Source: an optimization exercise on an open RTL-to-GDS flow (aim: small area). Production flows keep margins and buffers that such runs may drop.
Only simulation tests tie the RTL to the original design; equivalence was not proved.
Power figures rest on the tool's default switching activity, not on a simulated workload.

## design/flow/design.v

```verilog
package pmed_pkg;
  localparam int unsigned CodeWidth   = 2;
  localparam int unsigned PortTimeW   = 32;
  localparam int unsigned RegTimeW    = 24;
  localparam int unsigned SensorWidth = 8;
  localparam int unsigned CfgIdxWidth = 8;
  localparam int unsigned CfgDataW    = 24;
  typedef enum logic [CodeWidth-1:0] {
    EV_CALIBRATING = 2'd0,
    EV_ACTIVE      = 2'd1,
    EV_DETECTED    = 2'd2,
    EV_ENDED       = 2'd3
  } event_code_t;
  localparam logic [CfgIdxWidth-1:0] REG_CALIB_TIME = 8'd0;
  localparam logic [CfgIdxWidth-1:0] REG_PAUSE_TIME = 8'd1;
  localparam logic [CfgIdxWidth-1:0] REG_SENSOR_ID  = 8'd2;
  localparam logic [RegTimeW-1:0]    CALIB_RESET  = 24'd30000;
  localparam logic [RegTimeW-1:0]    PAUSE_RESET  = 24'd5000;
  localparam logic [SensorWidth-1:0] SENSOR_RESET = 8'd0;
  typedef struct packed {
    logic [RegTimeW-1:0]    calib_time;
    logic [RegTimeW-1:0]    pause_time;
    logic [SensorWidth-1:0] sensor_id;
  } cfg_t;
  typedef struct packed {
    logic                   emit;
    event_code_t            code;
    logic [PortTimeW-1:0]   event_time;
    logic [SensorWidth-1:0] sensor;
  } result_t;
endpackage
module pmed_cfg_regs (
  input  logic                             clk,
  input  logic                             rst,
  input  logic                             wr_en,
  input  logic [pmed_pkg::CfgIdxWidth-1:0] wr_index,
  input  logic [pmed_pkg::CfgDataW-1:0]    wr_data,
  output pmed_pkg::cfg_t                   cfg
);
  pmed_pkg::cfg_t regs;
  always_ff @(posedge clk) begin
    if (rst) begin
      regs.calib_time <= pmed_pkg::CALIB_RESET;
      regs.pause_time <= pmed_pkg::PAUSE_RESET;
      regs.sensor_id  <= pmed_pkg::SENSOR_RESET;
    end else if (wr_en) begin
      case (wr_index)
        pmed_pkg::REG_CALIB_TIME: regs.calib_time <= wr_data;
        pmed_pkg::REG_PAUSE_TIME: regs.pause_time <= wr_data;
        pmed_pkg::REG_SENSOR_ID:  regs.sensor_id  <= wr_data[pmed_pkg::SensorWidth-1:0];
        default: ;
      endcase
    end
  end
  assign cfg = regs;
endmodule
module pmed_event_logic #(
  parameter int unsigned TIME_WIDTH = 32
) (
  input  logic                           clk,
  input  logic                           rst,
  input  logic                           advance,
  input  logic                           motion_level,
  input  logic [pmed_pkg::PortTimeW-1:0] now_ms,
  input  pmed_pkg::cfg_t                 cfg,
  output pmed_pkg::result_t              result
);
  localparam int unsigned TW = TIME_WIDTH;
  localparam int unsigned CW = TW + pmed_pkg::RegTimeW;
  logic          started, started_next;
  logic          calibrated, calibrated_next;
  logic          lock_low, lock_low_next;
  logic          take_low, take_low_next;
  logic [TW-1:0] calib_start, calib_start_next;
  logic [TW-1:0] low_since, low_since_next;
  logic [TW-1:0] motion_start, motion_start_next;
  logic [TW+pmed_pkg::PortTimeW-1:0] now_ext;
  logic [TW-1:0]           now_t;
  logic [CW-1:0]           pause_ext;
  logic [TW-1:0]           pause_t;
  logic [TW-1:0]           calib_diff;
  logic [TW-1:0]           low_diff;
  logic [TW-1:0]           duration;
  logic [TW+pmed_pkg::PortTimeW-1:0] out_ext;
  logic                    calib_pass;
  logic                    pause_pass;
  assign now_ext   = {{TW{1'b0}}, now_ms};
  assign now_t     = now_ext[TW-1:0];
  assign pause_ext = {{TW{1'b0}}, cfg.pause_time};
  assign pause_t   = pause_ext[TW-1:0];
  always_comb begin
    started_next      = 1'b1;
    calibrated_next   = calibrated;
    lock_low_next     = lock_low;
    take_low_next     = take_low;
    low_since_next    = low_since;
    motion_start_next = motion_start;
    calib_start_next  = started ? calib_start : now_t;
    calib_diff        = now_t - calib_start_next;
    calib_pass        = {{pmed_pkg::RegTimeW{1'b0}}, calib_diff} > {{TW{1'b0}}, cfg.calib_time};
    low_diff          = '0;
    pause_pass        = 1'b0;
    duration          = now_t - pause_t - motion_start;
    result.emit       = 1'b0;
    result.code       = pmed_pkg::EV_CALIBRATING;
    out_ext           = {{pmed_pkg::PortTimeW{1'b0}}, now_t};
    if (!calibrated) begin
      result.emit = 1'b1;
      if (calib_pass) begin
        calibrated_next = 1'b1;
        result.code     = pmed_pkg::EV_ACTIVE;
      end
    end else if (motion_level) begin
      take_low_next = 1'b1;
      if (lock_low) begin
        lock_low_next     = 1'b0;
        motion_start_next = now_t;
        result.emit       = 1'b1;
        result.code       = pmed_pkg::EV_DETECTED;
      end
    end else begin
      if (take_low) begin
        low_since_next = now_t;
        take_low_next  = 1'b0;
      end
      low_diff   = now_t - low_since_next;
      pause_pass = {{pmed_pkg::RegTimeW{1'b0}}, low_diff} > {{TW{1'b0}}, cfg.pause_time};
      if (!lock_low && pause_pass) begin
        lock_low_next = 1'b1;
        result.emit   = 1'b1;
        result.code   = pmed_pkg::EV_ENDED;
        out_ext       = {{pmed_pkg::PortTimeW{1'b0}}, duration};
      end
    end
    result.event_time = out_ext[pmed_pkg::PortTimeW-1:0];
    result.sensor     = cfg.sensor_id;
  end
  always_ff @(posedge clk) begin
    if (rst) begin
      started    <= 1'b0;
      calibrated <= 1'b0;
      lock_low   <= 1'b1;
      take_low   <= 1'b0;
    end else if (advance) begin
      started    <= started_next;
      calibrated <= calibrated_next;
      lock_low   <= lock_low_next;
      take_low   <= take_low_next;
    end
  end
  always_ff @(posedge clk) begin
    if (rst) begin
      calib_start  <= '0;
      low_since    <= '0;
      motion_start <= '0;
    end else if (advance) begin
      calib_start  <= calib_start_next;
      low_since    <= low_since_next;
      motion_start <= motion_start_next;
    end
  end
endmodule
module pir_motion_event_detector_core #(
  parameter int unsigned TIME_WIDTH = 32
) (
  input  logic                             clk,
  input  logic                             rst,
  input  logic                             s_tvalid,
  output logic                             s_tready,
  input  logic [39:0]                      s_tdata,   
  output logic                             m_tvalid,
  input  logic                             m_tready,
  output logic [39:0]                      m_tdata,   
  output logic [pmed_pkg::CodeWidth-1:0]   m_tuser,   
  input  logic                             cfg_valid,
  output logic                             cfg_ready,
  input  logic [pmed_pkg::CfgIdxWidth-1:0] cfg_index,
  input  logic [pmed_pkg::CfgDataW-1:0]    cfg_data
);
  pmed_pkg::cfg_t    cfg;
  pmed_pkg::result_t result;
  logic                 in_valid;
  logic                 in_level;
  logic [pmed_pkg::PortTimeW-1:0] in_time;
  logic                 advance;
  logic                   out_valid;
  pmed_pkg::event_code_t            out_code;
  logic [pmed_pkg::PortTimeW-1:0]   out_time;
  logic [pmed_pkg::SensorWidth-1:0] out_sensor;
  assign cfg_ready = 1'b1;
  pmed_cfg_regs u_cfg (
    .clk      (clk),
    .rst      (rst),
    .wr_en    (cfg_valid & cfg_ready),
    .wr_index (cfg_index),
    .wr_data  (cfg_data),
    .cfg      (cfg)
  );
  assign advance  = in_valid & (~out_valid | m_tready);
  assign s_tready = ~in_valid | advance;
  always_ff @(posedge clk) begin
    if (rst) begin
      in_valid <= 1'b0;
    end else if (s_tready) begin
      in_valid <= s_tvalid;
    end
  end
  always_ff @(posedge clk) begin
    if (s_tready & s_tvalid) begin
      in_level <= s_tdata[0];
      in_time  <= s_tdata[pmed_pkg::PortTimeW:1];
    end
  end
  pmed_event_logic #(
    .TIME_WIDTH (TIME_WIDTH)
  ) u_logic (
    .clk          (clk),
    .rst          (rst),
    .advance      (advance),
    .motion_level (in_level),
    .now_ms       (in_time),
    .cfg          (cfg),
    .result       (result)
  );
  always_ff @(posedge clk) begin
    if (rst) begin
      out_valid <= 1'b0;
    end else if (advance) begin
      out_valid <= result.emit;
    end else if (m_tready) begin
      out_valid <= 1'b0;
    end
  end
  always_ff @(posedge clk) begin
    if (advance & result.emit) begin
      out_code   <= result.code;
      out_time   <= result.event_time;
      out_sensor <= result.sensor;
    end
  end
  assign m_tvalid = out_valid;
  assign m_tdata  = {out_sensor, out_time};
  assign m_tuser  = out_code;
endmodule
```

## design/flow/run.sh

```bash
#!/bin/bash
# synth_recipe.tcl (not shown) runs the flow's synth.tcl, then flattens the netlist and writes it again
# the make line also repeats each setting of config.mk as NAME=value (left out here)
make -C /OpenROAD-flow-scripts/flow DESIGN_CONFIG=/design/flow/config.mk WORK_HOME=/design/flow/orfs CLKGATE_MAP_FILE= SYNTH_SCRIPT=/design/flow/synth_recipe.tcl finish
```

## design/flow/config.mk

```make
export PLATFORM = sky130hd
export DESIGN_NAME = pir_motion_event_detector_core
export DESIGN_NICKNAME = pir_motion_event_detector_core
export VERILOG_FILES = /design/flow/design.v
export SDC_FILE = /design/flow/constraint.sdc
export NUM_CORES = 4
export LEC_CHECK = 0
export CAP_MARGIN = 20
export CORE_MARGIN = 2
export CORE_UTILIZATION = 40
export SLEW_MARGIN = 20
```

## design/flow/constraint.sdc

```tcl
create_clock -name core_clock -period 7.5 [get_ports {clk}]
set_input_delay 1.5000 -clock core_clock [delete_from_list [all_inputs] [get_ports {clk}]]
set_output_delay 1.5000 -clock core_clock [all_outputs]
set_load 0.01 [all_outputs]
```

==> run notes <==
## layer usage
layer | up-vias | global-route usage [%] | wire, microns
li1 | 6589 | - | -
met1 | 6054 | 29.2 | 21200
met2 | 195 | 33.4 | 18900
met3 | 57 | 2.36 | 1420
met4 | 0 | 6.41 | 1130
met5 | - | 0 | 0
## worst max-delay path by stage
stage / slack (ps) / from / endpoint
3_5_place_dp: 1180 / u_logic.started$_SDFFE_PP0P_ / out_code[0]$_DFFE_PP_
3_3_place_gp: 1170 / u_logic.started$_SDFFE_PP0P_ / out_code[0]$_DFFE_PP_
2_1_floorplan: 530 / u_logic.take_low$_SDFFE_PP0P_ / out_code[0]$_DFFE_PP_
6_report: 950 / u_logic.started$_SDFFE_PP0P_ / out_code[0]$_DFFE_PP_
5_1_grt: 620 / u_logic.started$_SDFFE_PP0P_ / out_code[0]$_DFFE_PP_
4_1_cts: 1080 / u_logic.started$_SDFFE_PP0P_ / out_code[0]$_DFFE_PP_
## critical path: stages, from the launching register on
cell and delay (ps):
dfxtp_2 680, buf_4 430, mux2i_1 160, ha_1 400, and3_1 200, and3_1 180, inv_1 40, a211oi_1 600
nor3_1 150, o21ai_0 310, a41oi_1 180, xnor2_1 220, ha_1 270, nand3_1 100, nor2_1 60, a211oi_1 520
nand4_1 160, nand2_1 190, or4b_1 440, a22oi_1 180, o2111ai_1 170, o41ai_1 410, o21ai_0 200
## through the flow
step           cell area, sq um  instances
3_5_place_dp              17400       2353
2_1_floorplan             15800       1790
4_1_cts                   18400       2403
5_1_grt                   18400       2404
6_report                  18400       2404
3_3_place_gp              17400       2353
## registers in the layout, summed over array words and instances, names as in the netlist
name and flops:
in_valid 1, out_time 32, u_logic.calibrated 1, u_logic.motion_start 32
in_time 32, out_valid 1, u_cfg.regs 56, u_logic.lock_low 1
u_logic.calib_start 32, u_logic.take_low 1, u_logic.low_since 32, out_code 2
u_logic.started 1, out_sensor 8, in_level 1
## placed cells by master (no fill, tap or decap), types with 6 or more instances in the layout
master,count
a41oi_1,6
a211oi_1,75
fa_1,26
o21ai_0,54
nand3_1,30
o21bai_1,13
a31oi_1,7
inv_1,117
nor2b_1,14
nand2_1,218
a211o_1,16
a21oi_1,167
nor4_1,7
o21a_1,15
nand2b_1,13
mux2_2,21
buf_4,15
mux2i_1,78
nor3_1,21
nor2_1,152
dfxtp_1,156
clkbuf_16,34
xnor2_1,49
ha_1,151
a21o_1,48
and3_1,11
o211ai_1,13
o31ai_1,11
clkdlybuf4s50_1,112
xor2_1,29
nand4_1,19
edfxtp_1,75
## area by class of cell
class	instances	area, sq um
fill	3777	20400
clock inverter	11	98.8
tap	518	648
multi-input combinational	1358	9670
antenna	1	2.50
sequential	233	5420
clock buffer	39	890
inverter	117	439
timing repair buffer	127	1230
## cells in the mapped netlist (4+ instances only)
cell type / count
and4_1: 5
o31a_1: 5
xnor2_1: 49
inv_1: 117
edfxtp_1: 75
a21oi_1: 168
mux2i_1: 78
and2_1: 6
buf_1: 8
a21boi_0: 4
o41ai_1: 5
o21a_1: 15
nand3_1: 30
or3_1: 5
a41oi_1: 6
a31oi_1: 7
fa_1: 26
nand2b_1: 13
dfxtp_1: 158
o211ai_1: 13
o21bai_1: 13
mux2_2: 21
a211oi_1: 75
a211o_1: 16
nor2b_1: 14
and3_1: 11
o31ai_1: 11
a21o_1: 48
clkbuf_1: 69
o311a_1: 5
nor4_1: 7
nand2_1: 218
xor2_1: 29
nand4_1: 19
nor2_1: 153
nor3_1: 22
ha_1: 151
o21ai_0: 54
## cell families after synthesis
| logic type | after synthesis |
|---|---|
| DFF | 233 |
| AOI/OAI and AO/OA | 482 |
| xor gates and xnor gates | 78 |
| other | 1 |
| buffers and inverters | 199 |
| adders and majority gates | 177 |
| muxes | 102 |
| and+or+nand+nor | 518 |
## power by group
| part | internal [W] | switching, W |
|---|---|---|
| logic | 0.000378 | 0.000486 |
| clock network | 0.000865 | 0.000556 |
| registers | 0.00135 | 0.0000525 |
| total | 0.00259 | 0.00109 |
==> reports/results.txt <==
Status = no timing/DRC/antenna violations
FFs w/ async S/R, synth = 0%
Reg2reg end = out_code[0]$_DFFE_PP_
HP Start = u_cfg.regs[3]$_SDFFE_PP0P_
Cell Rows = 72
Post-CTS Hold Fix Bufs = 0
Initial antenna violation count = 1
R2r worst-path depth = 22
Flop2flop setup slack = 950 ps
Adder-cell area share of the yosys netlist = 15.2%
WHS Endpoint = out_sensor[3]$_DFFE_PP_
Area contributors post-synth = dfxtp_1, edfxtp_1, ha_1, a21oi_1, nand2_1
Post-detail-place hpwl = 32.8 mm
Post-route ant nets = 0
Drt wl/cell = 17.7 microns
Ports = 122
CTS Buffer Depth = 3
Post-detailed-route DRC marker count = 0
Mapped Nets = 2044
Yosys top cell area share = 20.0%
CTS Root Buffer Type = clkbuf_16
Pleak = 6.76 nW
Post-CTS Setup Repair Bufs = 0
Post-CTS sizing = 0
Chip Width = 203 microns
Vias = 12895
Post-synthesis xor/xnor area fraction = 4.32%
CP Data Required Time = 7770 ps
RSZ-0062 raised after global routing = no
Core Area = 38800 sq um
Area share of and/or/nand/nor cells after synthesis = 14.5%
Chip height = 203 microns
Pwr Total = 0.00369 W
Reg clk slew, reported paths = 60 ps
Peak supply drop = 181 uV
CTS sink cnt = 233
NumNets Final = 2118
Final hold slack = 428 ps
Pre-antenna DRT Iters = 5
Layout Utilization = 47.4%
Dpl ws = 1180 ps
Critical path class = reg2reg
Slew headroom = 34.0%
Worst Slack Setup Final = 950 ps
Crit share post-route = 87.3%
IO Port Bufs = 113
Post-synth top flop = dfxtp_1
Combinational family with the most area after synthesis = compound AO/OA/AOI/OAI gates
Synth Register Bits = 233
Compound-Gate Fraction of Synth Area = 20.1%
Final WL = 42.7 mm
Synth cell types = 77
Setup_tns = 0 ps
Worst-Skew Late Latency = 560 ps
First-pass GRT wire length = 67.8 mm
TritonCTS clock tree = yes
Arr. time, crit path = 6820 ps
Endpoints failing hold = 0
DIE AREA = 41200 sq um
HP Class = reg2reg
Post-synthesis mux area share = 6.71%
Synth warnings = 3
Vias in the first global route = 12593
Max Fclk = 0.153 GHz
Largest area contributor in the netlist = dfxtp_1
Count of final setup violators = 0
Post-synth EDFFs = 75
Final Critical Period = 6550 ps
Share of layout cells above drive strength 1 = 5.68%
Worst R2R Start = u_logic.started$_SDFFE_PP0P_
Post-synthesis cell count = 1790
Sequential share of the synthesized area = 34.2%
Pin count of the biggest net entering global routing = 89
Max H-tree Level = 1
Fin. max-slew vios = 0
CP Launch Type = flop
Kind of end point of the critical path = flop
DR iter-0 viols = 681
Mapped cell area = 15800 sq um
Syn_area_per_cell = 8.84 sq um
Hold Path Cell Cnt = 0
CTS Buf Count = 27
Routed vias/inst = 5.36
Worst Tran Pin Value = 988 ps
P&R area growth vs syn = 16.3%
Total GRT Usage = 20.7%
GPL Wtd Cong = 0.912
Remaining Overflow, GRT = 0
Initial Util = 40.7%
Clock skew = 17.6 ps
Pwr dens = 200 nW/um^2
Max cap viols = 0
Worst-path maximum fanout = 21

==> what the ideal ports hide <==
The flow's constraints put no driver on any port. The routed layout listed below was extracted and timed again, unchanged, in two steps.
Step 1 sets driving cells, clkbuf_16 on the clock port and buf_2 on the other inputs (assumed; they add their load-dependent delay and slew).
Step 2 adds t to the input delays and takes it off the output delays; t is the mean of the earliest and latest rising clock arrival at the registers after step 1. Input paths then give back, and output paths get back, about the clock's delay inside the block.
Three values: no drivers, after step 1, after step 2; two values: the first two.
t, ns: 0.603
slack for setup (ns): 0.950 / 0.950 / 0.950
worst data-port slew with drivers (ns): 0.08
cell pins on the clock port's net: 1
After both steps setup and hold are still met in this run. For this run, drivers alone change the setup slack by 0.000 ns; drivers and shift together by 0.000 ns.
